This design comes from an exercise in tuning for small area and a short achievable clock period on the open sky130 flow, not from production work. In this exercise RTL edits were held to simulation tests only and were not proved equivalent to the original. Power is estimated from default activity; no workload was simulated.

## flow/constraint.sdc

```tcl
create_clock -name core_clock -period 6.3 [get_ports {clk}]
set_input_delay 1.2600 -clock core_clock [delete_from_list [all_inputs] [get_ports {clk}]]
set_output_delay 1.2600 -clock core_clock [all_outputs]
set_load 0.01 [all_outputs]
```

## flow/run.sh

```bash
#!/bin/bash
# synth_recipe.tcl (not shown) runs the flow's synth.tcl, then flattens the netlist and writes it again
# the make line also repeats each setting of config.mk as NAME=value (left out here)
make -C /OpenROAD-flow-scripts/flow DESIGN_CONFIG=/design/flow/config.mk WORK_HOME=/design/flow/orfs CLKGATE_MAP_FILE= SYNTH_SCRIPT=/design/flow/synth_recipe.tcl finish
```

## flow/config.mk

```make
export PLATFORM = sky130hd
export DESIGN_NAME = rgb565_pixel_alu_top
export DESIGN_NICKNAME = rgb565_pixel_alu_top
export VERILOG_FILES = /design/flow/design.v
export SDC_FILE = /design/flow/constraint.sdc
export NUM_CORES = 4
export LEC_CHECK = 0
export CAP_MARGIN = 20
export CORE_MARGIN = 2
export CORE_UTILIZATION = 40
export CTS_CLUSTER_DIAMETER = 150
export CTS_CLUSTER_SIZE = 30
export SETUP_SLACK_MARGIN = 3.3
export SLEW_MARGIN = 20
```

## flow/design.v

```verilog
`timescale 1ns / 1ps
package rpa_pkg;
	localparam logic [2:0] OP_LERP  = 3'd0;
	localparam logic [2:0] OP_SCALE = 3'd1;
	localparam logic [2:0] OP_ADD   = 3'd2;
	localparam logic [2:0] OP_SUB   = 3'd3;
	localparam logic [2:0] OP_HALF  = 3'd4;
	localparam logic [2:0] OP_QUANT = 3'd5;
endpackage
`timescale 1ns / 1ps
import rpa_pkg::*;
module rpa_lane_dec #(
	parameter int unsigned Width = 5
) (
	input  logic [2:0]         op,
	input  logic               div,
	input  logic               lerp,
	input  logic [Width-1:0]   chan_a,
	input  logic [Width-1:0]   chan_b,
	input  logic               wide_w,
	input  logic [2:0]         depth,
	output logic [Width:0]     mul_x,
	output logic [Width-1:0]   base
);
	localparam logic [Width-1:0] ChanMax = '1;
	logic [Width-1:0] quant;
	logic [Width:0]   sum;
	logic [Width-1:0] half;
	logic [Width-1:0] other;
	logic [Width-1:0] quant_d [0:7];
	for (genvar d = 0; d < 8; d++) begin : g_quant
		localparam int Nd = (d == 0) ? 1 : (d > Width) ? Width : d;
		always_comb begin
			quant_d[d] = '0;
			for (int kk = 0; kk < (1 << Nd); kk++) begin
				if ((chan_a >> (Width - Nd)) == Width'(kk)) begin
					quant_d[d] = Width'((kk * (2 ** Width - 1)) / ((1 << Nd) - 1));
				end
			end
		end
	end
	assign quant = quant_d[depth];
	assign sum  = {1'b0, chan_a} + {1'b0, chan_b};
	assign half = Width'(chan_a[Width-1:1]) + Width'(chan_b[Width-1:1]);
	always_comb begin
		case (op)
			OP_LERP:  other = wide_w ? chan_b : chan_a;
			OP_ADD:   other = sum[Width] ? ChanMax : sum[Width-1:0];
			OP_SUB:   other = (chan_a > chan_b) ? (chan_a - chan_b) : '0;
			OP_HALF:  other = half;
			OP_QUANT: other = quant;
			default:  other = chan_a;
		endcase
	end
	always_comb begin
		if (div) begin
			mul_x = {1'b0, chan_a};
		end else if (lerp) begin
			mul_x = {1'b0, chan_b} - {1'b0, chan_a};
		end else begin
			mul_x = '0;
		end
	end
	assign base = other;
endmodule
module rpa_lane #(
	parameter int unsigned Width = 5
) (
	input  logic             clk,
	input  logic [Width:0]   mul_x,
	input  logic [Width-1:0] base,
	input  logic [15:0]      mul_y,
	input  logic             div_d,
	input  logic [111:0]     den_k,
	input  logic [6:0]       div_k,
	output logic [Width-1:0] chan_out
);
	localparam int unsigned N  = Width + 16;
	localparam int unsigned NR = Width + 2;
	localparam logic [Width-1:0] ChanMax = '1;
	function automatic int rows_at(int level);
		int c;
		c = NR;
		for (int i = 0; i < level; i++) begin
			c = 2 * (c / 3) + c % 3;
		end
		rows_at = c;
	endfunction
	function automatic int levels(int rows);
		int l;
		int c;
		l = 0;
		c = rows;
		for (int i = 0; i < 8; i++) begin
			if (c > 2) begin
				c = 2 * (c / 3) + c % 3;
				l = l + 1;
			end
		end
		levels = l;
	endfunction
	localparam int unsigned NL = levels(NR);
	logic [(NL+1)*NR*N-1:0] lv;
	logic [N-1:0]           s_r, c_r;
	for (genvar i = 0; i < Width; i++) begin : g_pp
		assign lv[i*N +: N] = mul_x[i] ? (N'(mul_y) << i) : '0;
	end
	assign lv[Width*N +: N]     = mul_x[Width] ? ~(N'(mul_y) << Width) : '0;
	assign lv[(Width+1)*N +: N] = (N'(div_d ? '0 : base) << 8) | N'(mul_x[Width]);
	for (genvar l = 0; l < NL; l++) begin : g_lvl
		localparam int C = rows_at(l);
		localparam int G = C / 3;
		for (genvar g = 0; g < G; g++) begin : g_csa
			logic [N-1:0] x, y, z;
			assign x = lv[(l*NR + 3*g)*N +: N];
			assign y = lv[(l*NR + 3*g + 1)*N +: N];
			assign z = lv[(l*NR + 3*g + 2)*N +: N];
			assign lv[((l+1)*NR + 2*g)*N +: N]     = x ^ y ^ z;
			assign lv[((l+1)*NR + 2*g + 1)*N +: N] = ((x & y) | (x & z) | (y & z)) << 1;
		end
		for (genvar r = 3 * G; r < C; r++) begin : g_pass
			assign lv[((l+1)*NR + 2*G + r - 3*G)*N +: N] = lv[(l*NR + r)*N +: N];
		end
	end
	always_ff @(posedge clk) begin
		s_r <= lv[(NL*NR)*N +: N];
		c_r <= lv[(NL*NR + 1)*N +: N];
	end
	logic [N-1:0] st [0:Width];
	logic         ovf [1:Width];
	logic [N-1:0] prod;
	rpa_add #(.NB(N)) u_add (
		.a  (s_r),
		.b  (c_r),
		.sum(prod)
	);
	always_ff @(posedge clk) begin
		st[0] <= prod;
	end
	for (genvar j = 1; j <= Width; j++) begin : g_step
		localparam int K = j;
		logic [15:0]      t;
		logic [Width-1:0] lq;
		logic [17:0]      diff;
		logic             hit;
		logic [N-1:0]     nxt;
		assign t    = st[j-1][N-1:Width];
		assign lq   = st[j-1][Width-1:0];
		rpa_sub #(.NB(17)) u_sub (
			.a        ({t, lq[Width-1]}),
			.b        ({1'b0, den_k[16*K +: 16]}),
			.diff     (diff[16:0]),
			.no_borrow(hit)
		);
		assign diff[17] = 1'b0;
		assign nxt  = {hit ? diff[15:0] : {t[14:0], lq[Width-1]}, lq[Width-2:0], hit};
		logic ovf_in;
		if (j == 1) begin : g_ovf
			rpa_sub #(.NB(16)) u_ovf (
				.a        (t),
				.b        (den_k[16*K +: 16]),
				.diff     (),
				.no_borrow(ovf_in)
			);
		end else begin : g_novf
			assign ovf_in = ovf[j-1];
		end
		if (j < Width) begin : g_reg
			always_ff @(posedge clk) begin
				st[j]  <= nxt;
				ovf[j] <= ovf_in;
			end
		end else begin : g_last
			logic [Width-1:0] res;
			always_comb begin
				if (!div_k[K]) begin
					res = nxt[2*Width+7:Width+8];
				end else if (ovf_in) begin
					res = ChanMax;
				end else begin
					res = nxt[Width-1:0];
				end
			end
			if (K < 6) begin : g_hold
				always_ff @(posedge clk) begin
					chan_out <= res;
				end
			end else begin : g_out
				assign chan_out = res;
			end
		end
	end
endmodule
module rpa_sub #(
	parameter int unsigned NB = 17
) (
	input  logic [NB-1:0] a,
	input  logic [NB-1:0] b,
	output logic [NB-1:0] diff,
	output logic          no_borrow
);
	function automatic int levels(int n);
		int l;
		l = 0;
		for (int i = 0; i < 8; i++) begin
			if ((1 << l) < n) begin
				l = l + 1;
			end
		end
		levels = l;
	endfunction
	localparam int unsigned NP = NB + 1;
	localparam int unsigned L  = levels(NP);
	logic [NP-1:0] g [0:L];
	logic [NP-1:0] p [0:L];
	assign g[0] = {a & ~b, 1'b1};
	assign p[0] = {a ^ ~b, 1'b0};
	for (genvar l = 0; l < L; l++) begin : g_lvl
		for (genvar i = 0; i < NP; i++) begin : g_bit
			if (((i >> l) & 1) == 1) begin : g_join
				localparam int J = ((i >> l) << l) - 1;
				assign g[l+1][i] = g[l][i] | (p[l][i] & g[l][J]);
				assign p[l+1][i] = p[l][i] & p[l][J];
			end else begin : g_keep
				assign g[l+1][i] = g[l][i];
				assign p[l+1][i] = p[l][i];
			end
		end
	end
	assign diff      = p[0][NB:1] ^ g[L][NB-1:0];
	assign no_borrow = g[L][NB];
endmodule
module rpa_add #(
	parameter int unsigned NB = 22
) (
	input  logic [NB-1:0] a,
	input  logic [NB-1:0] b,
	output logic [NB-1:0] sum
);
	function automatic int levels(int n);
		int l;
		l = 0;
		for (int i = 0; i < 8; i++) begin
			if ((1 << l) < n) begin
				l = l + 1;
			end
		end
		levels = l;
	endfunction
	localparam int unsigned L = levels(NB);
	logic [NB-1:0] g [0:L];
	logic [NB-1:0] p [0:L];
	assign g[0] = a & b;
	assign p[0] = a ^ b;
	for (genvar l = 0; l < L; l++) begin : g_lvl
		for (genvar i = 0; i < NB; i++) begin : g_bit
			if (((i >> l) & 1) == 1) begin : g_join
				localparam int J = ((i >> l) << l) - 1;
				assign g[l+1][i] = g[l][i] | (p[l][i] & g[l][J]);
				assign p[l+1][i] = p[l][i] & p[l][J];
			end else begin : g_keep
				assign g[l+1][i] = g[l][i];
				assign p[l+1][i] = p[l][i];
			end
		end
	end
	assign sum = p[0] ^ {g[L][NB-2:0], 1'b0};
endmodule
`timescale 1ns / 1ps
import rpa_pkg::*;
module rpa_merge #(
	parameter int unsigned Depth = 8
) (
	input  logic        clk,
	input  logic        arst_n,
	input  logic        valid,
	input  logic [15:0] color,
	input  logic        out_ready,
	output logic        out_valid,
	output logic [15:0] color_out,
	output logic        accept_ok
);
	function automatic int addr_bits(int n);
		int b;
		b = 1;
		for (int i = 1; i < 16; i++) begin
			if ((1 << i) < n) begin
				b = i + 1;
			end
		end
		addr_bits = b;
	endfunction
	localparam int unsigned AW = addr_bits(Depth);
	logic [15:0]   mem [0:Depth-1];
	logic [AW-1:0] wr_ptr;
	logic [AW-1:0] rd_ptr;
	logic [AW:0]   count;
	logic          out_free;
	logic          fifo_empty;
	logic          pop;
	logic          push;
	assign accept_ok  = !out_valid || out_ready;
	assign out_free   = accept_ok;
	assign fifo_empty = (count == '0);
	assign pop        = out_free && !fifo_empty;
	assign push       = valid && !(out_free && fifo_empty);
	always_ff @(posedge clk or negedge arst_n) begin
		if (!arst_n) begin
			wr_ptr    <= '0;
			rd_ptr    <= '0;
			count     <= '0;
			out_valid <= 1'b0;
		end else begin
			if (push) begin
				wr_ptr <= wr_ptr + 1'b1;
			end
			if (pop) begin
				rd_ptr <= rd_ptr + 1'b1;
			end
			count <= count + (AW+1)'(push) - (AW+1)'(pop);
			if (out_free) begin
				out_valid <= valid || !fifo_empty;
			end
		end
	end
	always_ff @(posedge clk) begin
		if (out_free) begin
			color_out <= fifo_empty ? color : mem[rd_ptr];
		end
	end
	for (genvar i = 0; i < Depth; i++) begin : g_mem
		always_ff @(posedge clk) begin
			if (push && wr_ptr == AW'(i)) begin
				mem[i] <= color;
			end
		end
	end
endmodule
`timescale 1ns / 1ps
import rpa_pkg::*;
module rgb565_pixel_alu_top (
	input  logic        clk,
	input  logic        arst_n,
	input  logic        in_valid,
	output logic        in_ready,
	input  logic [2:0]  in_op,
	input  logic [15:0] in_color_a,
	input  logic [15:0] in_color_b,
	input  logic [8:0]  in_weight,
	input  logic [15:0] in_scale_num,
	input  logic [15:0] in_scale_den,
	input  logic [2:0]  in_red_depth,
	input  logic [2:0]  in_green_depth,
	input  logic [2:0]  in_blue_depth,
	output logic        out_valid,
	input  logic        out_ready,
	output logic [15:0] out_color
);
	logic        accept_ok;
	logic        div_c;
	logic        lerp_c;
	logic [15:0] y_c;
	logic [5:0]  xr_c, xb_c;
	logic [6:0]  xg_c;
	logic [4:0]  br_c, bb_c;
	logic [5:0]  bg_c;
	logic        valid_d;
	logic        div_d;
	logic [15:0] y_d;
	logic [15:0] den_d;
	logic [5:0]  xr_d, xb_d;
	logic [6:0]  xg_d;
	logic [4:0]  br_d, bb_d;
	logic [5:0]  bg_d;
	logic        valid_a;
	logic        div_a;
	logic [15:0] den_a;
	logic [6:0]   valid_k;
	logic [6:0]   div_k;
	logic [111:0] den_k;
	logic [4:0]  red, blue;
	logic [5:0]  green;
	assign in_ready = accept_ok;
	assign div_c  = (in_op == OP_SCALE) && (in_scale_den != 16'd0);
	assign lerp_c = (in_op == OP_LERP) && !in_weight[8];
	assign y_c    = (in_op == OP_SCALE) ? in_scale_num : {8'd0, in_weight[7:0]};
	rpa_lane_dec #(.Width(5)) u_dec_r (
		.op(in_op), .div(div_c), .lerp(lerp_c),
		.chan_a(in_color_a[15:11]), .chan_b(in_color_b[15:11]),
		.wide_w(in_weight[8]), .depth(in_red_depth), .mul_x(xr_c), .base(br_c));
	rpa_lane_dec #(.Width(6)) u_dec_g (
		.op(in_op), .div(div_c), .lerp(lerp_c),
		.chan_a(in_color_a[10:5]), .chan_b(in_color_b[10:5]),
		.wide_w(in_weight[8]), .depth(in_green_depth), .mul_x(xg_c), .base(bg_c));
	rpa_lane_dec #(.Width(5)) u_dec_b (
		.op(in_op), .div(div_c), .lerp(lerp_c),
		.chan_a(in_color_a[4:0]), .chan_b(in_color_b[4:0]),
		.wide_w(in_weight[8]), .depth(in_blue_depth), .mul_x(xb_c), .base(bb_c));
	always_ff @(posedge clk or negedge arst_n) begin
		if (!arst_n) begin
			valid_d <= 1'b0;
			valid_a <= 1'b0;
			valid_k <= '0;
		end else begin
			valid_d <= in_valid && accept_ok;
			valid_a <= valid_d;
			valid_k <= {valid_k[5:1], valid_a, 1'b0};
		end
	end
	always_ff @(posedge clk) begin
		div_d <= div_c;
		y_d   <= y_c;
		den_d <= in_scale_den;
		xr_d  <= xr_c;
		xg_d  <= xg_c;
		xb_d  <= xb_c;
		br_d  <= br_c;
		bg_d  <= bg_c;
		bb_d  <= bb_c;
		div_a <= div_d;
		den_a <= div_d ? den_d : 16'hFFFF;
		div_k <= {div_k[5:1], div_a, 1'b0};
		den_k <= {den_k[95:16], den_a, 16'd0};
	end
	rpa_lane #(.Width(5)) u_lane_r (
		.clk(clk), .mul_x(xr_d), .base(br_d), .mul_y(y_d), .div_d(div_d),
		.den_k(den_k), .div_k(div_k), .chan_out(red));
	rpa_lane #(.Width(6)) u_lane_g (
		.clk(clk), .mul_x(xg_d), .base(bg_d), .mul_y(y_d), .div_d(div_d),
		.den_k(den_k), .div_k(div_k), .chan_out(green));
	rpa_lane #(.Width(5)) u_lane_b (
		.clk(clk), .mul_x(xb_d), .base(bb_d), .mul_y(y_d), .div_d(div_d),
		.den_k(den_k), .div_k(div_k), .chan_out(blue));
	rpa_merge #(.Depth(8)) u_merge (
		.clk      (clk),
		.arst_n   (arst_n),
		.valid    (valid_k[6]),
		.color    ({red, green, blue}),
		.out_ready(out_ready),
		.out_valid(out_valid),
		.color_out(out_color),
		.accept_ok(accept_ok)
	);
endmodule
```

==> out/results.ini, run 1 <==
[pwr]
p_per_area_nw_per_um2=266
p_leak_nw=24.1
peakVddDrop_v=0.000269

[timing]
skew_ps=30.7
hold_viol=0
finalSetupViolCount=0
setup_tns_ps=0
slew_headroom_pct=29.6
drv_slew=0
fin_crit_ps=3000
max_freq_mhz=334
fin_crit_sh_pct=47.6
worst_pin_slew_ps=1050
rsz0062_at_grt=yes

[placed_design]
placed_area_um2=49500
hpwlAfterDp_mm=83.8
portBuffers=106
gp_congestion=0.874

[yosys]
synthesis.area_um2=47100
synth_edf_count=144
synth_seq_cells=837
yosysUniqueCellTypes=81
synth_most_common_cell=dfxtp_1
async_flop_share_pct=2.27
dominantRegCellSynth=dfxtp_1
syn-num-nets=5354
yosys-top-cells-area=dfxtp_1, ha_1, fa_1, edfxtp_1, inv_1
synth_top_area_cell=dfxtp_1
yosysSeqAreaShare_pct=38.9
syn_area_per_cell_um2=10.4
syn-instance-count=4504
synth_common_cells=dfxtp_1, inv_1, ha_1, nor2_1, a21oi_1
yosys_warnings=25
synth_top_area_share_pct=28.7

[drt]
dr.pass1.iters=5
drc=0
drtAntennaViolNets=0
wire_per_inst_um=18.9
post_drt_via_cell_ratio=5.14
drtIter0Drc=1909
vias=31500
wl_mm=116

[die]
initial_core_util_pct=40.4
num_rows=125
die_y_um=347
die_w_um=347
die_area_um2=120000
io_pins=107
core_um2=116000

[critical_path]
worstRegToRegCells=8
critical_path.endpoint_type=flop
r2r-start=y_d[7]$_DFF_P_
cp-endpoint=u_lane_r.s_r[9]$_DFF_P_
crit_start=y_d[7]$_DFF_P_
reg2reg_setup_slack_ps=3300
start_kind=flop
arrival_ps=3560
rr_endpoint=u_lane_r.s_r[9]$_DFF_P_
crit_fanout=7
worstPathRequired_ps=6860
crit_type=reg -> reg

[global_routing]
use_met1_pct=23.6
grt.busiest_layer=met2
met3_usage_pct=1.50
gr-total-overflow=0
grtUsageTotal_pct=18.6
antenna_found_initial=6
grt_pass1_wl_mm=179
grt_util_met2_pct=33.1
first_global_vias=32500
grt_max_degree=33

[finish]
final_nets=5445
drive_gt1_share_pct=10.7
postLayoutCoreUtil_pct=44.7
fin_area_um2=52100
area_growth_pct=10.7

[clock_network]
root_buffer=clkbuf_16
numCtsBuffers=31
clk_latency_ps=700
holdBufCountCts=0
max-clock-path-buffers=3
h-tree-depth=1
cts_tree=done
clkSinkCount=837
cts.clk_slew.worst_paths_ps=120

[min_path]
hp-class=reg -> reg

[run_status]
status=timing/DRC/antenna clean

[flow_run]
cap_violations=0

-- area by class of cell --
cell class              count  area (µm²)
multi-input cells        3057       27300
clock inverters             2        25.0
inverters                 494        1900
diodes                      1        2.50
well taps                1524        1910
repair buffers            174        1730
fillers                 11100       64300
clock buffers              39         806
flip-flops and latches    837       18400
-- stage by stage --
stage / power, W / setup WS (ps) / std cells / hold WS [ps]
6_report: 0.0139 / 3300 / 6128 / 321
5_1_grt: 0.0148 / 3220 / 6127 / 336
4_1_cts: 0.0139 / 3200 / 6091 / 337
3_5_place_dp: 0.0112 / 1960 / 6017 / 312
3_3_place_gp: 0.0111 / 1920 / 6017 / 311
2_1_floorplan: 0.00994 / 3210 / 4504 / 310
-- where the power goes --
| group | switching (W) | internal [W] |
|---|---|---|
| logic | 0.00235 | 0.00187 |
| clock network | 0.00162 | 0.000913 |
| registers | 0.000647 | 0.00647 |
| total | 0.00462 | 0.00925 |
-- layout by cell type, fill, tap and decap left out, types with 26 or more instances in the layout --
cell / synthesis / final
dfxtp_1: 674 / 620
inv_1: 490 / 480
ha_1: 489 / 476
nor2_1: 340 / 340
fa_1: 272 / 267
a21oi_1: 277 / 264
and2_1: 274 / 262
edfxtp_1: 144 / 144
o21ai_0: 150 / 130
xor2_1: 122 / 120
xnor2_1: 109 / 109
nand2_1: 109 / 106
nand2b_1: 102 / 101
clkdlybuf4s50_1: 0 / 81
nor3_1: 74 / 73
o21a_1: 54 / 54
a21o_1: 52 / 52
buf_4: 0 / 49
or2_2: 44 / 44
mux2_4: 36 / 36
or3_4: 12 / 34
nor2b_1: 34 / 33
clkbuf_16: 0 / 32
dfxtp_4: 0 / 30
a211oi_1: 28 / 28
and3_1: 32 / 28
a21oi_2: 15 / 26
o21bai_1: 26 / 26
-- worst max-delay path, cell delays in order, from the launching register on --
cell     delay, ps
dfxtp_4        410
buf_12         160
and2_1         150
fa_1           480
inv_1           60
fa_1           530
inv_1           50
fa_1           510
fa_1           510
-- what timing repair did --
item / in CTS / in global routing
cloned: 11 / 9
pin swaps: 22 / 54
endpoints found under the setup margin: 480 / 260
buffers inserted: 22 / 27
gates resized for setup: 229 / 139
endpoints found under the hold margin: 0 / 0
-- cells by family after synthesis --
group                      count (synthesis)  synth area share [%]
AOI/OAI and AO/OA                        860                  12.3
DFF                                      837                  38.9
muxes                                     72                  1.98
and+or+nand+nor                         1114                  12.4
xor gates and xnor gates                 231                  4.30
buffers and inverters                    629                  5.61
adders and majority gates                761                  24.6
-- layer usage --
| layer | up-vias | part of all wire, % |
|---|---|---|
| met5 | - | 0 |
| met4 | 0 | 4.5 |
| met3 | 192 | 3.4 |
| met2 | 627 | 49 |
| met1 | 15300 | 43 |
| li1 | 15400 | - |
-- worst min-delay path by stage --
stage | startpoint | to | slack, ps | cells past startpoint
finish | u_lane_b.st[1][2]$_DFF_P_ | u_lane_b.st[2][3]$_DFF_P_ | 320 | 0
global route | u_lane_b.st[1][2]$_DFF_P_ | u_lane_b.st[2][3]$_DFF_P_ | 340 | 0
CTS | u_lane_b.st[1][2]$_DFF_P_ | u_lane_b.st[2][3]$_DFF_P_ | 340 | 0
detailed placement | den_a[12]$_SDFF_PN1_ | den_k[28]$_DFF_P_ | 310 | 0
global placement | u_lane_b.st[1][0]$_DFF_P_ | u_lane_b.st[2][1]$_DFF_P_ | 310 | 0
floorplan | den_a[0]$_SDFF_PN1_ | den_k[16]$_DFF_P_ | 310 | 0
-- registers in the layout, indices dropped and copies added, names as in the netlist, 7 cells and up --
name / flops
den_a: 16
den_d: 16
den_k: 96
u_lane_b.c_r: 19
u_lane_b.s_r: 21
u_lane_b.st: 105
u_lane_g.c_r: 20
u_lane_g.s_r: 22
u_lane_g.st: 132
u_lane_r.c_r: 19
u_lane_r.s_r: 21
u_lane_r.st: 105
u_merge.color_out: 16
u_merge.mem: 128
xg_d: 7
y_d: 16
==> run 2, diff against run 1 <==
--- a/flow/config.mk
+++ b/flow/config.mk
@@ -10,5 +10,5 @@
 export CORE_UTILIZATION = 40
 export CTS_CLUSTER_DIAMETER = 150
-export CTS_CLUSTER_SIZE = 30
+export CTS_CLUSTER_SIZE = 24
 export SETUP_SLACK_MARGIN = 3.3
 export SLEW_MARGIN = 20
==> out/results.ini, run 2 <==
[clock_network]
numCtsBuffers=40  ; was 31
clk_latency_ps=650  ; was 700 ps
max-clock-path-buffers=3  ; unchanged
cts.clk_slew.worst_paths_ps=100  ; was 120 ps
root_buffer=clkbuf_16  ; unchanged
holdBufCountCts=0  ; unchanged
clkSinkCount=837  ; unchanged
cts_tree=done  ; unchanged
h-tree-depth=2  ; was 1

[yosys]
syn-num-nets=5354  ; unchanged
syn_area_per_cell_um2=10.4  ; unchanged
synth_common_cells=dfxtp_1, inv_1, ha_1, nor2_1, a21oi_1  ; unchanged
synth_seq_cells=837  ; unchanged
synth_edf_count=144  ; unchanged
synth_top_area_share_pct=28.7  ; unchanged
yosysSeqAreaShare_pct=38.9  ; unchanged
synthesis.area_um2=47100  ; unchanged
synth_top_area_cell=dfxtp_1  ; unchanged
dominantRegCellSynth=dfxtp_1  ; unchanged
synth_most_common_cell=dfxtp_1  ; unchanged
async_flop_share_pct=2.27  ; unchanged
syn-instance-count=4504  ; unchanged
yosys-top-cells-area=dfxtp_1, ha_1, fa_1, edfxtp_1, inv_1  ; unchanged
yosys_warnings=25  ; unchanged
yosysUniqueCellTypes=81  ; unchanged

[placed_design]
hpwlAfterDp_mm=83.8  ; unchanged
dp.cells=6017  ; unchanged
gp_congestion=0.874  ; unchanged
portBuffers=106  ; unchanged

[global_routing]
grtUsageTotal_pct=18.9  ; was 18.6%
gr-total-overflow=0  ; unchanged
antenna_found_initial=5  ; was 6
grt_max_degree=33  ; unchanged
first_global_vias=32700  ; was 32.5k
grt_pass1_wl_mm=181  ; was 179 mm

[die]
die_w_um=347  ; unchanged
die_area_um2=120000  ; unchanged
initial_core_util_pct=40.4  ; unchanged
num_rows=125  ; unchanged
core_um2=116000  ; unchanged
io_pins=107  ; unchanged
die_y_um=347  ; unchanged

[finish]
postLayoutCoreUtil_pct=45.0  ; was 44.7%
final_nets=5455  ; was 5445
area_growth_pct=11.4  ; was 10.7%
final_cells=6143  ; was 6128
final_cell_mix=dfxtp_1, inv_1, ha_1, nor2_1, a21oi_1  ; was dfxtp_1, inv_1, ha_1, nor2_1, fa_1
drive_gt1_share_pct=11.4  ; was 10.7%
reg.largest.list=u_lane_g.st x132, u_merge.mem x128  ; unchanged
final_common_cell=dfxtp_1  ; unchanged
regMostFlops=u_lane_g.st  ; unchanged
largest_reg_flops=132  ; unchanged

[critical_path]
crit_top_cell=fa_1  ; unchanged
start_kind=flop  ; unchanged
cp-endpoint=u_lane_r.s_r[9]$_DFF_P_  ; unchanged
worstPathRequired_ps=6860  ; about the same
worst-path-buf-inv=3  ; unchanged
rr_endpoint=u_lane_r.s_r[9]$_DFF_P_  ; unchanged
r2r-start=y_d[6]$_DFF_P_  ; was y_d[7]$_DFF_P_
critical-path-top-delay-family=adder cells  ; unchanged
crit_fanout=7  ; unchanged
slowest_delay_ps=600  ; was 530 ps
crit_type=reg -> reg  ; unchanged
cp_num_cells=8  ; unchanged
worstRegToRegCells=8  ; unchanged
arrival_ps=3590  ; was 3560 ps
crit_start=y_d[6]$_DFF_P_  ; was y_d[7]$_DFF_P_
reg2reg_setup_slack_ps=3270  ; was 3300 ps
crit_chain=buf_12, and2_4, fa_1, inv_1, fa_1, inv_1, fa_1, fa_2  ; was buf_12, and2_1, fa_1, inv_1, fa_1, inv_1, fa_1, fa_1
cp_slowest_cell=fa_2  ; was fa_1
critical_path.endpoint_type=flop  ; unchanged

[timing]
skew_ps=42.5  ; was 30.7 ps
fin_crit_sh_pct=48.1  ; was 47.6%
drv_slew=0  ; unchanged
max_freq_mhz=330  ; was 334 MHz
finalSetupViolCount=0  ; unchanged
fin_crit_ps=3030  ; was 3000 ps
setup_tns_ps=0  ; unchanged
hold-worst-slack_ps=304  ; was 321 ps
worst_pin_slew_ps=1060  ; was 1050 ps
slew_headroom_pct=29.1  ; was 29.6%
rsz0062_at_grt=yes  ; unchanged
hold_viol=0  ; unchanged

[pwr]
p_leak_nw=24.2  ; was 24.1 nW
p_per_area_nw_per_um2=272  ; was 266 nW/µm²
peakVddDrop_v=0.000205  ; was 0.000269 V

[drt]
vias=31600  ; was 31.5k
drc=0  ; unchanged
post_drt_via_cell_ratio=5.14  ; about the same
wl_met2_mm=57.8  ; was 56.6 mm
drt-met1-wl_mm=50.5  ; was 50.3 mm
drtIter0Drc=1733  ; was 1909
wl_mm=117  ; was 116 mm
drtAntennaViolNets=0  ; unchanged
wire_per_inst_um=19.0  ; was 18.9 µm
dr.pass1.iters=7  ; was 5
highest_layer=met4  ; unchanged
wl_met3_mm=3.96  ; was 3.91 mm

[min_path]
hp-class=reg -> reg  ; unchanged

[flow_run]
cap_violations=0  ; unchanged

[run_status]
status=timing/DRC/antenna clean  ; unchanged

run 2: how the worst min path moves through the flow:
| stage | start | endpoint | slack (ps) | depth (start not counted) |
|---|---|---|---|---|
| 6_report | div_a$_DFF_P_ | div_k[1]$_DFF_P_ | 300 | 0 |
| 5_1_grt | div_a$_DFF_P_ | div_k[1]$_DFF_P_ | 310 | 0 |
| 4_1_cts | div_a$_DFF_P_ | div_k[1]$_DFF_P_ | 290 | 0 |
| 3_5_place_dp | den_a[12]$_SDFF_PN1_ | den_k[28]$_DFF_P_ | 310 | 0 |
| 3_3_place_gp | u_lane_b.st[1][0]$_DFF_P_ | u_lane_b.st[2][1]$_DFF_P_ | 310 | 0 |
| 2_1_floorplan | den_a[0]$_SDFF_PN1_ | den_k[16]$_DFF_P_ | 310 | 0 |
run 2: report_power, final:
group	switching (W)	total (W)	leakage (nW)	internal [W]
sequential	0.000653	0.00712	7.11	0.00647
combinational	0.00234	0.00421	16.6	0.00187
clock	0.00171	0.00290	0.536	0.00119
total	0.00471	0.0142	24.2	0.00952
run 2: repair_timing:
item | CTS | global route
resized for setup | 237 | 163
cloned | 15 | 7
buffers inserted | 20 | 28
endpoints found under the setup margin | 478 | 262
pin swaps | 28 | 67
run 2: cell families (layout without fill, tap and decap cells):
logic type | Yosys count | after routing | synth area share (%)
AO/OA/AOI/OAI | 860 | 861 | 12.3
XOR/XNOR | 231 | 231 | 4.30
adder cells (fa/ha/maj) | 761 | 761 | 24.6
buffers and inverters | 629 | 721 | 5.61
flip-flops | 837 | 837 | 38.9
multiplexers | 72 | 72 | 1.98
other | 0 | 3 | 0
AND/OR/NAND/NOR | 1114 | 1133 | 12.4
run 2: per-layer routing:
layer  up-vias  track usage (%)
li1      15400                -
met1     15300             23.8
met2       662             33.8
met3       189             1.63
met4         0             6.41
met5         -                0
run 2: per-stage QoR:
stage               setup WS [ps]  area [µm²]  total power, W
CTS                          3200       51600          0.0142
floorplan                    3210       47200         0.00994
finish                       3270       52400          0.0142
global route                 3160       52400          0.0151
global placement             1920       49500          0.0111
detailed placement           1960       49500          0.0112
run 2: layout make-up:
class / count / area (µm²)
fillers: 11100 / 64000
multi-input cells: 3058 / 27300
flip-flops and latches: 837 / 18400
well taps: 1524 / 1910
inverters: 494 / 1900
repair buffers: 174 / 1760
clock buffers: 49 / 1030
clock inverters: 4 / 71.3
diodes: 3 / 7.51
==> run 3, diff against run 2 <==
--- a/flow/design.v
+++ b/flow/design.v
@@ -173,7 +173,9 @@
 		end else begin : g_last
 			logic [Width-1:0] res;
+			logic [N-1:0]     kept;
+			assign kept = {t[14:0], lq, 1'b0};
 			always_comb begin
 				if (!div_k[K]) begin
-					res = nxt[2*Width+7:Width+8];
+					res = kept[2*Width+7:Width+8];
 				end else if (ovf_in) begin
 					res = ChanMax;
==> out/results.ini, run 3 <==
[drt]
dr.pass1.iters=5  ; was 7
post_drt_via_cell_ratio=5.05  ; was 5.14
drtAntennaViolNets=0  ; unchanged
wire_per_inst_um=17.8  ; was 19.0 µm
wl_mm=109  ; was 117 mm
vias=30900  ; was 31.6k
drtIter0Drc=1695  ; was 1733
drc=0  ; unchanged

[finish]
final_cell_mix=dfxtp_1, ha_1, inv_1, nor2_1, fa_1  ; was dfxtp_1, inv_1, ha_1, nor2_1, a21oi_1
final_nets=5441  ; was 5455
reg.largest.list=u_lane_g.st x132, u_merge.mem x128  ; unchanged
final_cells=6125  ; was 6143
final_common_cell=dfxtp_1  ; unchanged
drive_gt1_share_pct=11.9  ; was 11.4%
num-fill-cells=10900  ; was 11.1k
n_antenna_cell=0  ; was 3
largest_reg_flops=132  ; unchanged
regMostFlops=u_lane_g.st  ; unchanged
area_growth_pct=11.1  ; was 11.4%

[critical_path]
critical-path-top-delay-family=compound AO/OA/AOI/OAI gates  ; was adder cells
cp_slowest_cell=or3_2  ; was fa_2
crit_start=den_k[65]$_DFF_P_  ; was y_d[6]$_DFF_P_
cp-endpoint=u_lane_g.st[4][18]$_DFF_P_  ; was u_lane_r.s_r[9]$_DFF_P_
reg2reg_setup_slack_ps=3290  ; was 3270 ps
crit_type=reg -> reg  ; unchanged
r2r-start=den_k[65]$_DFF_P_  ; was y_d[6]$_DFF_P_
start_kind=flop  ; unchanged
rr_endpoint=u_lane_g.st[4][18]$_DFF_P_  ; was u_lane_r.s_r[9]$_DFF_P_
worstPathRequired_ps=6840  ; was 6860 ps
arrival_ps=3540  ; was 3590 ps
worstRegToRegCells=10  ; was 8
slowest_delay_ps=660  ; was 600 ps
critical_path.endpoint_type=flop  ; unchanged
crit_fanout=13  ; was 7
worst-path-buf-inv=1  ; was 3
crit_chain=inv_1, ha_1, nand2b_1, a21oi_1, o211ai_2, a311oi_2, o311a_4, or3_2, nor2_1, a21oi_1  ; was buf_12, and2_4, fa_1, inv_1, fa_1, inv_1, fa_1, fa_2
crit_top_cell=a21oi_1  ; was fa_1
cp_num_cells=10  ; was 8

[placed_design]
post-place-ws_ps=1910  ; was 1960 ps
portBuffers=106  ; unchanged
hpwlAfterDp_mm=81.4  ; was 83.8 mm
gp_congestion=0.837  ; was 0.874
dp.cells=5989  ; was 6017

[global_routing]
grt_pass1_wl_mm=174  ; was 181 mm
grt_max_degree=38  ; was 33
grtUsageTotal_pct=18.1  ; was 18.9%
first_global_vias=32200  ; was 32.7k
antenna_found_initial=1  ; was 5
gr-total-overflow=0  ; unchanged

[clock_network]
numCtsBuffers=40  ; unchanged
cts.clk_slew.worst_paths_ps=100  ; about the same
root_buffer=clkbuf_16  ; unchanged
clk_latency_ps=670  ; was 650 ps
cts_tree=done  ; unchanged
max-clock-path-buffers=3  ; unchanged
h-tree-depth=2  ; unchanged
clkSinkCount=837  ; unchanged

[pwr]
total_power_w=0.0139  ; was 0.0142 W
p_leak_nw=24.2  ; about the same
peakVddDrop_v=0.000193  ; was 0.000205 V
p_per_area_nw_per_um2=268  ; was 272 nW/µm²

[yosys]
yosysUniqueCellTypes=73  ; was 81
syn-instance-count=4475  ; was 4504
synth-xor-area-share_pct=4.04  ; was 4.30%
syn-num-nets=5327  ; was 5354
synth.area.mux_share_pct=1.88  ; was 1.98%
synth_compound_area_share_pct=12.3  ; about the same
async_flop_share_pct=2.27  ; unchanged
synth_seq_cells=837  ; unchanged
synth_edf_count=144  ; unchanged
synth_common_cells=dfxtp_1, ha_1, inv_1, nor2_1, fa_1  ; was dfxtp_1, inv_1, ha_1, nor2_1, a21oi_1
synth_most_common_cell=dfxtp_1  ; unchanged
yosys.area_share.adder_pct=24.7  ; was 24.6%
synthesis.area_um2=46800  ; was 47100 µm²
synth_top_family_by_area=adder cells  ; unchanged
yosys_warnings=25  ; unchanged
yosysSeqAreaShare_pct=39.1  ; was 38.9%
yosys-top-cells-area=dfxtp_1, ha_1, fa_1, edfxtp_1, inv_1  ; unchanged
synth_top_area_share_pct=28.8  ; was 28.7%
yosys.area_share.simple_pct=12.4  ; about the same
dominantRegCellSynth=dfxtp_1  ; unchanged
syn_area_per_cell_um2=10.5  ; was 10.4 µm²
synth_top_area_cell=dfxtp_1  ; unchanged

[timing]
skew_ps=52.2  ; was 42.5 ps
slew_headroom_pct=32.7  ; was 29.1%
fin_crit_ps=3010  ; was 3030 ps
fin_ws_ps=3290  ; was 3270 ps
rsz0062_at_grt=yes  ; unchanged
worst_pin_slew_ps=1010  ; was 1060 ps
setup_tns_ps=0  ; unchanged
hold_viol=0  ; unchanged
finalSetupViolCount=0  ; unchanged
drv_slew=0  ; unchanged
fin_crit_sh_pct=47.7  ; was 48.1%
max_freq_mhz=333  ; was 330 MHz

[flow_run]
cap_violations=0  ; unchanged

[die]
initial_core_util_pct=40.3  ; was 40.4%
io_pins=107  ; unchanged
die_y_um=346  ; was 347 µm
die_w_um=346  ; was 347 µm
die_area_um2=120000  ; about the same
num_rows=125  ; unchanged
core_um2=116000  ; about the same

[min_path]
hp-class=reg -> reg  ; unchanged

[run_status]
status=timing/DRC/antenna clean  ; unchanged

==> run 3: metal layers <==
layer | share of wire [%] | global-route usage [%] | vias up
li1 | - | - | 15300
met1 | 45 | 23.0 | 15000
met2 | 50 | 32.4 | 440
met3 | 2.8 | 1.64 | 139
met4 | 2.8 | 5.36 | 0
met5 | 0 | 0 | -
==> run 3: kinds of logic (layout without fill, tap and decap cells) <==
kind of cell             after synthesis  in the layout
AO/OA/AOI/OAI                        853            853
XOR/XNOR                             216            216
buffers and inverters                625            743
adder cells (fa/ha/maj)              763            763
flip-flops                           837            837
AND/OR/NAND/NOR                     1115           1123
multiplexers                          66             66
==> run 3: area by class of cell <==
cell class	count	area, µm²	share of cell area [%]
Clock inverter	4	75.1	0.144
Clock buffer	50	1040	2.00
Multi-Input combinational cell	3021	26800	51.5
Sequential cell	837	18500	35.5
Timing Repair Buffer	203	1920	3.69
Inverter	486	1860	3.58
Tap cell	1524	1910	3.66
==> run 3: how the worst min path moves through the flow <==
stage	depth (start not counted)	start	slack [ps]	to
6_report	0	den_a[0]$_SDFF_PN1_	330	den_k[16]$_DFF_P_
3_5_place_dp	0	den_a[8]$_SDFF_PN1_	310	den_k[24]$_DFF_P_
2_1_floorplan	0	den_a[0]$_SDFF_PN1_	310	den_k[16]$_DFF_P_
3_3_place_gp	0	u_lane_r.ovf[1]$_DFF_P_	310	u_lane_r.ovf[2]$_DFF_P_
5_1_grt	0	u_lane_b.ovf[1]$_DFF_P_	330	u_lane_b.ovf[2]$_DFF_P_
4_1_cts	0	u_lane_b.ovf[1]$_DFF_P_	320	u_lane_b.ovf[2]$_DFF_P_
==> run 3: metrics by stage <==
step                      hold slack, ps  cell area [µm²]  util [%]
after floorplan                      310            47000         -
after CTS                            323            51300      44.1
final                                330            52000      44.8
after global routing                 334            52000      44.8
after detailed placement             312            49300      42.4
after global placement               310            49300      42.4
==> run 3: worst reg2reg max path, delay by kind of cell, from the launching register on <==
family / cells / cell delay [ps]
buffers and inverters: 1 / 110
adders and majority gates: 1 / 300
and+or+nand+nor: 3 / 930
AOI/OAI and AO/OA: 5 / 1160
DFF: 1 / 430
==> run 3: timing repair <==
action                                  in CTS  in global routing
resized for setup                          207                136
gates cloned                                 5                  3
hold endpoints to repair                     0                  0
pin swaps                                   21                 63
hold buffers                                 0                  0
setup buffers                               33                 41
endpoints found under the setup margin     334                167
==> run 3: power by group <==
part	switching, W	total, W	internal, W
clock network	0.00174	0.00293	0.00119
logic	0.00215	0.00393	0.00178
registers	0.000658	0.00708	0.00642
total	0.00455	0.0139	0.00940
==> run 4, diff against run 3 <==
--- a/flow/config.mk
+++ b/flow/config.mk
@@ -11,4 +11,5 @@
 export CTS_CLUSTER_DIAMETER = 150
 export CTS_CLUSTER_SIZE = 24
+export GPL_ROUTABILITY_DRIVEN = 0
 export SETUP_SLACK_MARGIN = 3.3
 export SLEW_MARGIN = 20
==> out/results.ini, run 4 <==
[yosys]
synth_top_family_by_area=adder cells  ; unchanged
synth.area.mux_share_pct=1.88  ; unchanged
synth-xor-area-share_pct=4.04  ; unchanged
synth_seq_cells=837  ; unchanged
async_flop_share_pct=2.27  ; unchanged
syn-instance-count=4475  ; unchanged
yosys_warnings=25  ; unchanged
synth_top_area_cell=dfxtp_1  ; unchanged
syn-num-nets=5327  ; unchanged
synth_compound_area_share_pct=12.3  ; unchanged
yosys.area_share.adder_pct=24.7  ; unchanged
syn_area_per_cell_um2=10.5  ; unchanged
synth_common_cells=dfxtp_1, ha_1, inv_1, nor2_1, fa_1  ; unchanged
synth_edf_count=144  ; unchanged
yosysSeqAreaShare_pct=39.1  ; unchanged
yosysUniqueCellTypes=73  ; unchanged
synthesis.area_um2=46800  ; unchanged
yosys.area_share.simple_pct=12.4  ; unchanged
synth_most_common_cell=dfxtp_1  ; unchanged
dominantRegCellSynth=dfxtp_1  ; unchanged
synth_top_area_share_pct=28.8  ; unchanged
yosys-top-cells-area=dfxtp_1, ha_1, fa_1, edfxtp_1, inv_1  ; unchanged

[die]
num_rows=125  ; unchanged
initial_core_util_pct=40.3  ; unchanged
die_w_um=346  ; unchanged
die_y_um=346  ; unchanged
core_um2=116000  ; unchanged
io_pins=107  ; unchanged
die_area_um2=120000  ; unchanged

[drt]
dr.pass1.iters=7  ; was 5
wl_mm=105  ; was 109 mm
drtAntennaViolNets=0  ; unchanged
drtIter0Drc=1524  ; was 1695
drc=0  ; unchanged
post_drt_via_cell_ratio=5.02  ; was 5.05
vias=30600  ; was 30.9k
wire_per_inst_um=17.2  ; was 17.8 µm

[global_routing]
antenna_found_initial=3  ; was 1
met3_usage_pct=1.96  ; was 1.64%
grtUsageTotal_pct=17.5  ; was 18.1%
grt_max_degree=46  ; was 38
gr-total-overflow=0  ; unchanged
first_global_vias=31500  ; was 32.2k
grt_pass1_wl_mm=168  ; was 174 mm
grt_util_met2_pct=31.2  ; was 32.4%
use_met1_pct=22.3  ; was 23.0%
grt.busiest_layer=met2  ; unchanged

[timing]
slew_headroom_pct=31.8  ; was 32.7%
setup_tns_ps=0  ; unchanged
hold_viol=0  ; unchanged
drv_slew=0  ; unchanged
hold-worst-slack_ps=323  ; was 330 ps
worst_pin_slew_ps=1020  ; was 1010 ps
rsz0062_at_grt=yes  ; unchanged
fin_crit_ps=3000  ; was 3010 ps
skew_ps=45.3  ; was 52.2 ps
fin_crit_sh_pct=47.7  ; about the same
max_freq_mhz=333  ; about the same
finalSetupViolCount=0  ; unchanged

[min_path]
hp-class=reg -> reg  ; unchanged

[placed_design]
dp.cells=5990  ; was 5989
hpwlAfterDp_mm=79.8  ; was 81.4 mm
portBuffers=106  ; unchanged

[clock_network]
root_buffer=clkbuf_16  ; unchanged
cts.clk_slew.worst_paths_ps=110  ; was 100 ps
numCtsBuffers=40  ; unchanged
cts_tree=done  ; unchanged
clk_latency_ps=670  ; about the same
h-tree-depth=2  ; unchanged
clkSinkCount=837  ; unchanged
max-clock-path-buffers=3  ; unchanged

[finish]
final_common_cell=dfxtp_1  ; unchanged
regMostFlops=u_lane_g.st  ; unchanged
postLayoutCoreUtil_pct=44.6  ; was 44.8%
reg.largest.list=u_lane_g.st x132, u_merge.mem x128  ; unchanged
final_cell_mix=dfxtp_1, inv_1, ha_1, nor2_1, fa_1  ; was dfxtp_1, ha_1, inv_1, nor2_1, fa_1
final_cells=6108  ; was 6125
largest_reg_flops=132  ; unchanged
drive_gt1_share_pct=11.0  ; was 11.9%
final_nets=5424  ; was 5441
n_antenna_cell=0  ; unchanged
area_growth_pct=10.5  ; was 11.1%

[pwr]
p_leak_nw=24.1  ; was 24.2 nW
peakVddDrop_v=0.000224  ; was 0.000193 V
p_per_area_nw_per_um2=269  ; was 268 nW/µm²
total_power_w=0.0139  ; about the same

[critical_path]
crit_type=reg -> reg  ; unchanged
critical_path.endpoint_type=flop  ; unchanged
arrival_ps=3610  ; was 3540 ps
worstPathRequired_ps=6910  ; was 6840 ps
crit_fanout=16  ; was 13
start_kind=flop  ; unchanged

[flow_run]
cap_violations=0  ; unchanged

[run_status]
status=timing/DRC/antenna clean  ; unchanged

## run 4: cell counts after synthesis
No cell type changed its count.
## run 4: worst paths after layout
| check | startpoint | end | slack [ps] | depth (start not counted) |
|---|---|---|---|---|
| max in group asynchronous | arst_n | u_merge.out_valid$_DFFE_PN0N_ | 4550 | 1 |
| min in group asynchronous | arst_n | u_merge.rd_ptr[1]$_DFFE_PN0P_ | 1110 | 1 |
| setup reg to reg | y_d[9]$_SDFF_PN0_ | u_lane_g.s_r[10]$_DFF_P_ | 3300 | 7 |
| hold / removal | div_k[3]$_DFF_P_ | div_k[4]$_DFF_P_ | 320 | 0 |
| setup / recovery | y_d[9]$_SDFF_PN0_ | u_lane_g.s_r[10]$_DFF_P_ | 3300 | 7 |
| hold reg to reg | div_k[3]$_DFF_P_ | div_k[4]$_DFF_P_ | 320 | 0 |
## run 4: repair_timing
| action | 4_1_cts | 5_1_grt |
|---|---|---|
| cloned | 2 | 2 |
| setup endpoints to repair | 337 | 189 |
| pin swaps | 13 | 29 |
| resized for setup | 168 | 114 |
| hold buffers | 0 | 0 |
| setup buffers | 23 | 37 |
## run 4: power breakdown
group	internal, W	switching [W]	leakage (nW)	total [W]
Sequential	0.00643	0.000646	7.12	0.00707
Clock	0.00119	0.00172	0.540	0.00291
Combinational	0.00178	0.00215	16.4	0.00392
## run 4: critical path, cell delays in order (launching register included)
cell and delay [ps]:
dfxtp_4 430, and2_1 200, fa_1 590, inv_1 80
fa_1 520, fa_1 540, inv_1 60, fa_1 520
## run 4: cell type report
class	count	area, µm²
clock buffers	50	1040
clock inverters	4	75.1
fillers	10900	64400
inverters	486	1860
multi-input cells	3017	26600
flip-flops and latches	837	18400
well taps	1524	1910
repair buffers	190	1790
## run 4: stage by stage
stage / area, µm² / setup WS, ps
6_report: 51800 / 3300
3_3_place_gp: 49300 / 2270
5_1_grt: 51800 / 3200
4_1_cts: 51000 / 3170
3_5_place_dp: 49300 / 2230
2_1_floorplan: 47000 / 3260
## run 4: kinds of logic (layout without fill, tap and decap cells)
group / after synthesis / count (layout)
and+or+nand+nor: 1115 / 1119
AOI/OAI and AO/OA: 853 / 853
DFF: 837 / 837
muxes: 66 / 66
adders and majority gates: 763 / 763
buffers and inverters: 625 / 730
xor gates and xnor gates: 216 / 216
## run 4: routing by layer
metal / vias to the layer above / share of wire [%]
li1: 15300 / -
met1: 14800 / 45
met2: 468 / 49
met3: 144 / 2.9
met4: 0 / 3.0
met5: - / 0
==> run 5, diff against run 4 <==
--- a/flow/config.mk
+++ b/flow/config.mk
@@ -8,8 +8,9 @@
 export CAP_MARGIN = 20
 export CORE_MARGIN = 2
-export CORE_UTILIZATION = 40
+export CORE_UTILIZATION = 65
 export CTS_CLUSTER_DIAMETER = 150
 export CTS_CLUSTER_SIZE = 24
 export GPL_ROUTABILITY_DRIVEN = 0
+export PLACE_DENSITY = 0.72
 export SETUP_SLACK_MARGIN = 3.3
 export SLEW_MARGIN = 20
==> out/results.ini, run 5 <==
[run_status]
status=timing/DRC/antenna clean  ; unchanged

[yosys]
dominantRegCellSynth=dfxtp_1  ; unchanged
synth_top_area_cell=dfxtp_1  ; unchanged
yosys_warnings=25  ; unchanged
async_flop_share_pct=2.27  ; unchanged
yosysUniqueCellTypes=73  ; unchanged
synth_common_cells=dfxtp_1, ha_1, inv_1, nor2_1, fa_1  ; unchanged
synthesis.area_um2=46800  ; unchanged
yosysSeqAreaShare_pct=39.1  ; unchanged
yosys-top-cells-area=dfxtp_1, ha_1, fa_1, edfxtp_1, inv_1  ; unchanged
synth_seq_cells=837  ; unchanged
syn-num-nets=5327  ; unchanged
syn_area_per_cell_um2=10.5  ; unchanged
synth_most_common_cell=dfxtp_1  ; unchanged
syn-instance-count=4475  ; unchanged
synth_edf_count=144  ; unchanged
synth_top_area_share_pct=28.8  ; unchanged

[clock_network]
max-clock-path-buffers=3  ; unchanged
clk_latency_ps=620  ; was 670 ps
clkSinkCount=837  ; unchanged
h-tree-depth=2  ; unchanged
cts_tree=done  ; unchanged
root_buffer=clkbuf_16  ; unchanged
cts.clk_slew.worst_paths_ps=90  ; was 110 ps
numCtsBuffers=40  ; unchanged
holdBufCountCts=0  ; unchanged

[drt]
drtIter0Drc=1614  ; was 1524
dr.pass1.iters=6  ; was 7
wire_per_inst_um=19.0  ; was 17.2 µm
post_drt_via_cell_ratio=5.67  ; was 5.02
vias=31300  ; was 30.6k
drtAntennaViolNets=0  ; unchanged
wl_mm=105  ; about the same
drc=0  ; unchanged

[timing]
drv_slew=0  ; unchanged
setup_tns_ps=0  ; unchanged
worst_pin_slew_ps=1040  ; was 1020 ps
rsz0062_at_grt=yes  ; unchanged
skew_ps=21.8  ; was 45.3 ps
finalSetupViolCount=0  ; unchanged
max_freq_mhz=333  ; about the same
hold_viol=0  ; unchanged
fin_crit_ps=3000  ; about the same
fin_ws_ps=3300  ; about the same
slew_headroom_pct=31.0  ; was 31.8%
fin_crit_sh_pct=47.7  ; about the same

[critical_path]
slowest_delay_ps=540  ; was 590 ps
worst-path-buf-inv=4  ; was 2
worstRegToRegCells=9  ; was 7
worstPathRequired_ps=6860  ; was 6910 ps
critical-path-top-delay-family=adder cells  ; unchanged
start_kind=flop  ; unchanged
crit_chain=buf_4, buf_4, nor2_1, fa_1, inv_1, fa_1, inv_1, fa_1, fa_1  ; was and2_1, fa_1, inv_1, fa_1, fa_1, inv_1, fa_1
crit_type=reg -> reg  ; unchanged
crit_fanout=9  ; was 16
cp_slowest_cell=fa_1  ; unchanged
critical_path.endpoint_type=flop  ; unchanged
arrival_ps=3570  ; was 3610 ps
cp_num_cells=9  ; was 7
crit_top_cell=fa_1  ; unchanged

[finish]
regMostFlops=u_lane_g.st  ; unchanged
final_common_cell=dfxtp_1  ; unchanged
final_nets=5417  ; was 5424
num-fill-cells=5446  ; was 10.9k
multi_input_area_um2=26700  ; was 26600 µm²
reg.largest.list=u_lane_g.st x132, u_merge.mem x128  ; unchanged
final_cell_mix=dfxtp_1, inv_1, ha_1, nor2_1, fa_1  ; unchanged
largest_reg_flops=132  ; unchanged
area_growth_pct=8.88  ; was 10.5%
final_cells=5528  ; was 6108
drive_gt1_share_pct=10.9  ; was 11.0%
area.sequential_um2=18400  ; about the same
n_antenna_cell=0  ; unchanged

[flow_run]
cap_violations=0  ; unchanged

[global_routing]
first_global_vias=32000  ; was 31.5k
grt.busiest_layer=met2  ; unchanged
grt_max_degree=36  ; was 46
grtUsageTotal_pct=28.0  ; was 17.5%
grt_pass1_wl_mm=166  ; was 168 mm
use_met1_pct=34.1  ; was 22.3%
met3_usage_pct=2.77  ; was 1.96%
grt_util_met2_pct=51.5  ; was 31.2%
gr-total-overflow=0  ; unchanged
antenna_found_initial=0  ; was 3

[min_path]
min_path_cells=0  ; unchanged
hp-class=reg -> reg  ; unchanged

[die]
initial_core_util_pct=65.6  ; was 40.3%
die_y_um=272  ; was 346 µm
die_w_um=272  ; was 346 µm
num_rows=98  ; was 125
core_um2=71400  ; was 116000 µm²
io_pins=107  ; unchanged
die_area_um2=74200  ; was 120000 µm²

[placed_design]
portBuffers=106  ; unchanged
dp.cells=5414  ; was 5990
hpwlAfterDp_mm=78.9  ; was 79.8 mm
post-place-ws_ps=2070  ; was 2230 ps

[pwr]
p_leak_nw=24.0  ; was 24.1 nW
peakVddDrop_v=0.000255  ; was 0.000224 V
p_per_area_nw_per_um2=272  ; was 269 nW/µm²

[run 5: changes by cell type in the layout (fill, tap and decap cells not counted), moves of 6 or more]
cell     delta
or3_4       +7
o21ai_1    +11
buf_4      -13
o21ai_0     -6
dfxtp_1     +6
o21ai_2     -6
[run 5: routing by layer]
layer	up-vias	share of wire [%]
met5	-	0
met3	200	3.3
met1	15300	41
met2	605	51
li1	15200	-
met4	0	3.8
[run 5: kinds of logic after synthesis]
family	Yosys count	synth area share, %
flip-flops	837	39.1
AND/OR/NAND/NOR	1115	12.4
buffers and inverters	625	5.61
adder cells (fa/ha/maj)	763	24.7
AO/OA/AOI/OAI	853	12.3
XOR/XNOR	216	4.04
multiplexers	66	1.88
[run 5: worst paths after layout]
check | slack, ps | end | start
worst max-delay path | 3300 | u_lane_r.s_r[11]$_DFF_P_ | y_d[6]$_DFF_P_
worst min-delay path | 320 | den_k[17]$_DFF_P_ | den_a[1]$_SDFF_PN1_
worst max register to register | 3300 | u_lane_r.s_r[11]$_DFF_P_ | y_d[6]$_DFF_P_
worst min register to register | 320 | den_k[17]$_DFF_P_ | den_a[1]$_SDFF_PN1_
max in group asynchronous | 4580 | u_merge.rd_ptr[2]$_DFFE_PN0P_ | arst_n
min in group asynchronous | 1130 | valid_k[4]$_DFF_PN0_ | arst_n
[run 5: through the flow]
| stage | instance area (µm²) | hold WS (ps) | util [%] | total power, W |
|---|---|---|---|---|
| finish | 51000 | 317 | 71.5 | 0.0139 |
| global route | 51000 | 330 | 71.5 | 0.0147 |
| CTS | 50100 | 323 | 70.3 | 0.0139 |
| detailed placement | 48500 | 312 | 68.0 | 0.0110 |
| global placement | 48500 | 310 | 68.0 | 0.0109 |
| floorplan | 47000 | 310 | - | 0.00978 |
[run 5: report_power, final]
| part | switching, W | total (W) | leakage (nW) | internal [W] |
|---|---|---|---|---|
| Combinational | 0.00215 | 0.00392 | 16.3 | 0.00178 |
| Sequential | 0.000673 | 0.00710 | 7.12 | 0.00643 |
| Clock | 0.00167 | 0.00286 | 0.531 | 0.00118 |
| Total | 0.00449 | 0.0139 | 24.0 | 0.00939 |
[run 5: final cells by class]
type | count | area share (%)
clock inverters | 4 | 0.0981
inverters | 486 | 3.65
repair buffers | 179 | 3.34
well taps | 950 | 2.33
multi-input cells | 3021 | 52.4
clock buffers | 51 | 2.04
flip-flops and latches | 837 | 36.1
[run 5: repair_timing]
| item | in CTS | in global routing |
|---|---|---|
| gates cloned | 2 | 6 |
| resized for setup | 182 | 141 |
| setup buffers | 7 | 44 |
| pin swaps | 8 | 36 |
| setup endpoints to repair | 347 | 201 |
==> run 6, diff against run 5 <==
--- a/flow/config.mk
+++ b/flow/config.mk
@@ -10,6 +10,5 @@
 export CORE_UTILIZATION = 65
 export CTS_CLUSTER_DIAMETER = 150
-export CTS_CLUSTER_SIZE = 24
-export GPL_ROUTABILITY_DRIVEN = 0
+export CTS_CLUSTER_SIZE = 30
 export PLACE_DENSITY = 0.72
 export SETUP_SLACK_MARGIN = 3.3
==> out/results.ini, run 6 <==
[die]
core_um2=71400  ; unchanged
io_pins=107  ; unchanged
die_w_um=272  ; unchanged
die_y_um=272  ; unchanged
die_area_um2=74200  ; unchanged
initial_core_util_pct=65.6  ; unchanged
num_rows=98  ; unchanged

[timing]
slew_headroom_pct=30.6  ; was 31.0%
worst_pin_slew_ps=1040  ; about the same
finalSetupViolCount=0  ; unchanged
setup_tns_ps=0  ; unchanged
hold_viol=0  ; unchanged
max_freq_mhz=333  ; about the same
fin_crit_sh_pct=47.6  ; was 47.7%
hold-worst-slack_ps=331  ; was 317 ps
rsz0062_at_grt=yes  ; unchanged
fin_ws_ps=3300  ; about the same
skew_ps=42.6  ; was 21.8 ps
drv_slew=0  ; unchanged
fin_crit_ps=3000  ; about the same

[yosys]
synthesis.area_um2=46800  ; unchanged
synth_most_common_cell=dfxtp_1  ; unchanged
syn_area_per_cell_um2=10.5  ; unchanged
synth_seq_cells=837  ; unchanged
yosys-top-cells-area=dfxtp_1, ha_1, fa_1, edfxtp_1, inv_1  ; unchanged
synth_top_area_share_pct=28.8  ; unchanged
synth_common_cells=dfxtp_1, ha_1, inv_1, nor2_1, fa_1  ; unchanged
yosysSeqAreaShare_pct=39.1  ; unchanged
synth_edf_count=144  ; unchanged
syn-instance-count=4475  ; unchanged
syn-num-nets=5327  ; unchanged
synth_top_area_cell=dfxtp_1  ; unchanged
dominantRegCellSynth=dfxtp_1  ; unchanged
async_flop_share_pct=2.27  ; unchanged
yosys_warnings=25  ; unchanged
yosysUniqueCellTypes=73  ; unchanged

[global_routing]
first_global_vias=32100  ; was 32.0k
grt_max_degree=36  ; unchanged
antenna_found_initial=5  ; was 0
gr-total-overflow=0  ; unchanged
grtUsageTotal_pct=28.7  ; was 28.0%
grt_pass1_wl_mm=169  ; was 166 mm

[clock_network]
h-tree-depth=1  ; was 2
clkSinkCount=837  ; unchanged
cts_tree=done  ; unchanged
max-clock-path-buffers=3  ; unchanged
root_buffer=clkbuf_16  ; unchanged
cts.clk_slew.worst_paths_ps=120  ; was 90 ps
numCtsBuffers=31  ; was 40
clk_latency_ps=660  ; was 620 ps

[finish]
final_nets=5420  ; was 5417
postLayoutCoreUtil_pct=71.2  ; was 71.5%
area_growth_pct=8.50  ; was 8.88%
drive_gt1_share_pct=10.9  ; about the same
regMostFlops=u_lane_g.st  ; unchanged
num-fill-cells=5418  ; was 5446
final_cell_mix=dfxtp_1, ha_1, inv_1, nor2_1, fa_1  ; was dfxtp_1, inv_1, ha_1, nor2_1, fa_1
reg.largest.list=u_lane_g.st x132, u_merge.mem x128  ; unchanged
final_common_cell=dfxtp_1  ; unchanged
largest_reg_flops=132  ; unchanged

[drt]
drc=0  ; unchanged
dr.pass1.iters=6  ; unchanged
wire_per_inst_um=19.5  ; was 19.0 µm
drtAntennaViolNets=0  ; unchanged
wl_mm=108  ; was 105 mm
vias=31500  ; was 31.3k
drtIter0Drc=1714  ; was 1614
post_drt_via_cell_ratio=5.70  ; was 5.67

[placed_design]
hpwlAfterDp_mm=81.6  ; was 78.9 mm
portBuffers=106  ; unchanged
post-place-ws_ps=2130  ; was 2070 ps
gp_congestion=0.899

[flow_run]
cap_violations=0  ; unchanged

[min_path]
hp-class=reg -> reg  ; unchanged

[critical_path]
worstPathRequired_ps=6920  ; was 6860 ps
crit_type=reg -> reg  ; unchanged
critical_path.endpoint_type=flop  ; unchanged
crit_fanout=4  ; was 9
arrival_ps=3620  ; was 3570 ps
start_kind=flop  ; unchanged

[pwr]
p_per_area_nw_per_um2=267  ; was 272 nW/µm²
p_leak_nw=23.9  ; was 24.0 nW
peakVddDrop_v=0.000267  ; was 0.000255 V

[run_status]
status=timing/DRC/antenna clean  ; unchanged

## run 6: final cells by class
class / instances / area [µm²] / share of cell area (%)
Tap cell: 950 / 1190 / 2.34
Clock inverter: 1 / 20.0 / 0.0394
Antenna cell: 1 / 2.50 / 0.00492
Inverter: 486 / 1860 / 3.67
Timing Repair Buffer: 195 / 1880 / 3.70
Multi-Input combinational cell: 3017 / 26600 / 52.3
Sequential cell: 837 / 18400 / 36.3
Clock buffer: 42 / 827 / 1.63
## run 6: worst max-delay path: stages, from the launching register on
cell and delay, ps:
dfxtp_4 390, buf_12 130, buf_4 140, and2_1 140, fa_1 470, inv_1 50, fa_1 530, inv_1 50
fa_1 510, fa_1 540
## run 6: worst paths after layout
path	slack, ps	endpoint	from	cells after the start
max	3300	u_lane_r.s_r[8]$_DFF_P_	y_d[6]$_DFF_P_	9
min	330	den_k[20]$_DFF_P_	den_a[4]$_SDFF_PN1_	0
max reg2reg	3300	u_lane_r.s_r[8]$_DFF_P_	y_d[6]$_DFF_P_	9
min reg2reg	330	den_k[20]$_DFF_P_	den_a[4]$_SDFF_PN1_	0
max in group asynchronous	4580	u_merge.out_valid$_DFFE_PN0N_	arst_n	1
min in group asynchronous	1100	u_merge.rd_ptr[1]$_DFFE_PN0P_	arst_n	1
## run 6: per-layer routing
metal,wire [µm],vias to the layer above,global-route usage (%)
met1,44400,15400,35.2
met2,56300,650,53.7
met4,3440,0,8.99
met5,0,-,0
li1,-,15300,-
met3,3640,175,2.09
## run 6: cells by family after synthesis
family / synth area share (%)
adders and majority gates: 24.7
buffers and inverters: 5.61
and+or+nand+nor: 12.4
muxes: 1.88
xor gates and xnor gates: 4.04
AOI/OAI and AO/OA: 12.3
DFF: 39.1
## run 6: timing repair
| action | 4_1_cts | 5_1_grt |
|---|---|---|
| endpoints found under the setup margin | 321 | 205 |
| hold endpoints to repair | 0 | 0 |
| buffers inserted | 12 | 52 |
| gates resized for setup | 163 | 144 |
| cloned | 2 | 3 |
| pin swaps | 14 | 32 |
| hold buffers | 0 | 0 |
## run 6: through the flow
step | instances | power [W] | instance area (µm²)
floorplan | 4475 | 0.00978 | 47000
global placement | 5416 | 0.0109 | 48600
detailed placement | 5416 | 0.0110 | 48600
CTS | 5473 | 0.0135 | 49900
global route | 5529 | 0.0144 | 50800
finish | 5529 | 0.0136 | 50800
## run 6: power by group
group | leakage (nW) | switching (W) | internal, W | total, W
registers | 7.12 | 0.000672 | 0.00643 | 0.00710
clock network | 0.411 | 0.00158 | 0.000930 | 0.00251
logic | 16.4 | 0.00217 | 0.00178 | 0.00395
==> run 7, diff against run 6 <==
--- a/flow/config.mk
+++ b/flow/config.mk
@@ -10,5 +10,5 @@
 export CORE_UTILIZATION = 65
 export CTS_CLUSTER_DIAMETER = 150
-export CTS_CLUSTER_SIZE = 30
+export CTS_CLUSTER_SIZE = 20
 export PLACE_DENSITY = 0.72
 export SETUP_SLACK_MARGIN = 3.3
==> out/results.ini, run 7 <==
[timing]
drv_slew=0  ; unchanged
skew_ps=18.9  ; was 42.6 ps
finalSetupViolCount=0  ; unchanged
rsz0062_at_grt=yes  ; unchanged
hold_viol=0  ; unchanged
fin_crit_ps=2980  ; was 3000 ps
fin_crit_sh_pct=47.4  ; was 47.6%

[global_routing]
grtUsageTotal_pct=29.1  ; was 28.7%
grt_max_degree=36  ; unchanged
first_global_vias=32200  ; was 32.1k

[die]
num_rows=98  ; unchanged
io_pins=107  ; unchanged
initial_core_util_pct=65.6  ; unchanged

[drt]
post_drt_via_cell_ratio=5.69  ; was 5.70
dr.pass1.iters=6  ; unchanged
drtAntennaViolNets=0  ; unchanged
drc=0  ; unchanged

[pwr]
power.switching_w=0.00457  ; was 0.00442 W
p_int_w=0.00958  ; was 0.00914 W
combPwrFrac_pct=28.0  ; was 29.2%
p_seq_share_pct=50.2  ; was 52.4%
p_leak_nw=24.1  ; was 23.9 nW

[clock_network]
numCtsBuffers=47  ; was 31
max-clock-path-buffers=3  ; unchanged
cts_tree=done  ; unchanged
clk_latency_ps=630  ; was 660 ps
clkSinkCount=837  ; unchanged

[placed_design]
post-place-ws_ps=2130  ; unchanged
portBuffers=106  ; unchanged

[yosys]
synth_top_area_cell=dfxtp_1  ; unchanged
yosys_warnings=25  ; unchanged
yosysUniqueCellTypes=73  ; unchanged
syn_area_per_cell_um2=10.5  ; unchanged
yosysSeqAreaShare_pct=39.1  ; unchanged
synth_top_area_share_pct=28.8  ; unchanged

[finish]
largest_reg_flops=132  ; unchanged
area_growth_pct=9.31  ; was 8.50%
reg.largest.list=u_lane_g.st x132, u_merge.mem x128  ; unchanged
drive_gt1_share_pct=11.1  ; was 10.9%

[critical_path]
crit_fanout=4  ; unchanged
critical-path-top-delay-family=adder cells  ; unchanged
cp_num_cells=9  ; unchanged
slowest_delay_ps=530  ; was 540 ps
worst-path-buf-inv=4  ; unchanged
crit_top_cell=fa_1  ; unchanged
cp_slowest_cell=fa_1  ; unchanged

[min_path]
hp-class=reg -> reg  ; unchanged
min_path_cells=0  ; unchanged

[run_status]
status=timing/DRC/antenna clean  ; unchanged

## run 7: power by group through the flow
stage / registers, W / logic, W / clock network (W)
2_1_floorplan: 0.00692 / 0.00286 / 0
3_3_place_gp: 0.00721 / 0.00370 / 0
3_5_place_dp: 0.00723 / 0.00379 / 0
4_1_cts: 0.00711 / 0.00387 / 0.00317
5_1_grt: 0.00719 / 0.00443 / 0.00336
6_report: 0.00710 / 0.00396 / 0.00309
## run 7: kinds of logic (layout without fill, tap and decap cells)
group,Yosys count,count (layout),share of synthesized area [%]
other cells,0,1,0
flops,837,837,39.1
mux,66,66,1.88
compound gates,853,853,12.3
xor+xnor,216,216,4.04
simple gates,1115,1119,12.4
buf+inv,625,736,5.61
fa+ha+maj,763,763,24.7
## run 7: layout make-up
cell class | count | area share [%]
timing repair buffer | 187 | 3.49
multi-input combinational | 3017 | 52.0
clock inverter | 4 | 0.117
antenna | 1 | 0.00489
inverter | 486 | 3.64
sequential | 837 | 36.0
clock buffer | 59 | 2.39
tap | 950 | 2.32
## run 7: per-stage QoR
| stage | hold WS (ps) | total power (W) |
|---|---|---|
| final | 325 | 0.0141 |
| after global routing | 333 | 0.0150 |
| after CTS | 325 | 0.0141 |
| after detailed placement | 312 | 0.0110 |
| after global placement | 310 | 0.0109 |
| after floorplan | 310 | 0.00978 |
## run 7: timing repair
action	in CTS	in global routing
hold buffers	0	0
pin swaps	13	36
cloned	2	3
gates resized for setup	171	142
setup endpoints to repair	324	221
setup buffers	12	44
## run 7: worst max-delay path by stage
| stage | slack [ps] | end | start |
|---|---|---|---|
| after floorplan | 3260 | bg_d[1]$_DFF_P_ | in_color_a[8] |
| after global placement | 2100 | bg_d[3]$_DFF_P_ | in_color_a[7] |
| after detailed placement | 2130 | bg_d[3]$_DFF_P_ | in_color_a[7] |
| after CTS | 3250 | in_ready | out_ready |
| after global routing | 3240 | u_lane_g.s_r[9]$_DFF_P_ | y_d[6]$_DFF_P_ |
| final | 3320 | u_lane_r.s_r[8]$_DFF_P_ | y_d[6]$_DFF_P_ |
## run 7: metal layers
layer	GRT usage [%]	up-vias	wire, µm
li1	-	15300	-
met1	35.3	15400	44800
met2	54.1	623	56600
met3	2.79	192	3520
met4	9.30	0	3610
met5	0	-	0

-- port drivers added, routing unchanged --
The flow's constraints put no driver on any port. The routed layouts listed below were extracted and timed again, unchanged, in two steps. Step 1: set_driving_cell puts a clkbuf_16 on clk and a buf_2 on each other input, an assumption about the parent block. Step 2 also shifts input and output timing later by t, the mid clock arrival at the registers, as if the neighbouring blocks saw the same clock. Slacks: no drivers / after step 1 / after step 2; pairs: no drivers / after step 1.
run | shift t [ns] | setup WS [ns]
run 1 | 0.758 | 3.303 / 3.295 / 2.642
run 2 | 0.708 | 3.270 / 3.270 / 2.692
run 3 | 0.712 | 3.295 / 3.271 / 2.660
run 4 | 0.716 | 3.297 / 3.297 / 2.713
run 5 | 0.671 | 3.296 / 3.296 / 2.737
run 6 | 0.712 | 3.298 / 3.295 / 2.696
run 7 | 0.685 | 3.316 / 3.262 / 2.722
After both steps setup and hold are still met in every run listed.
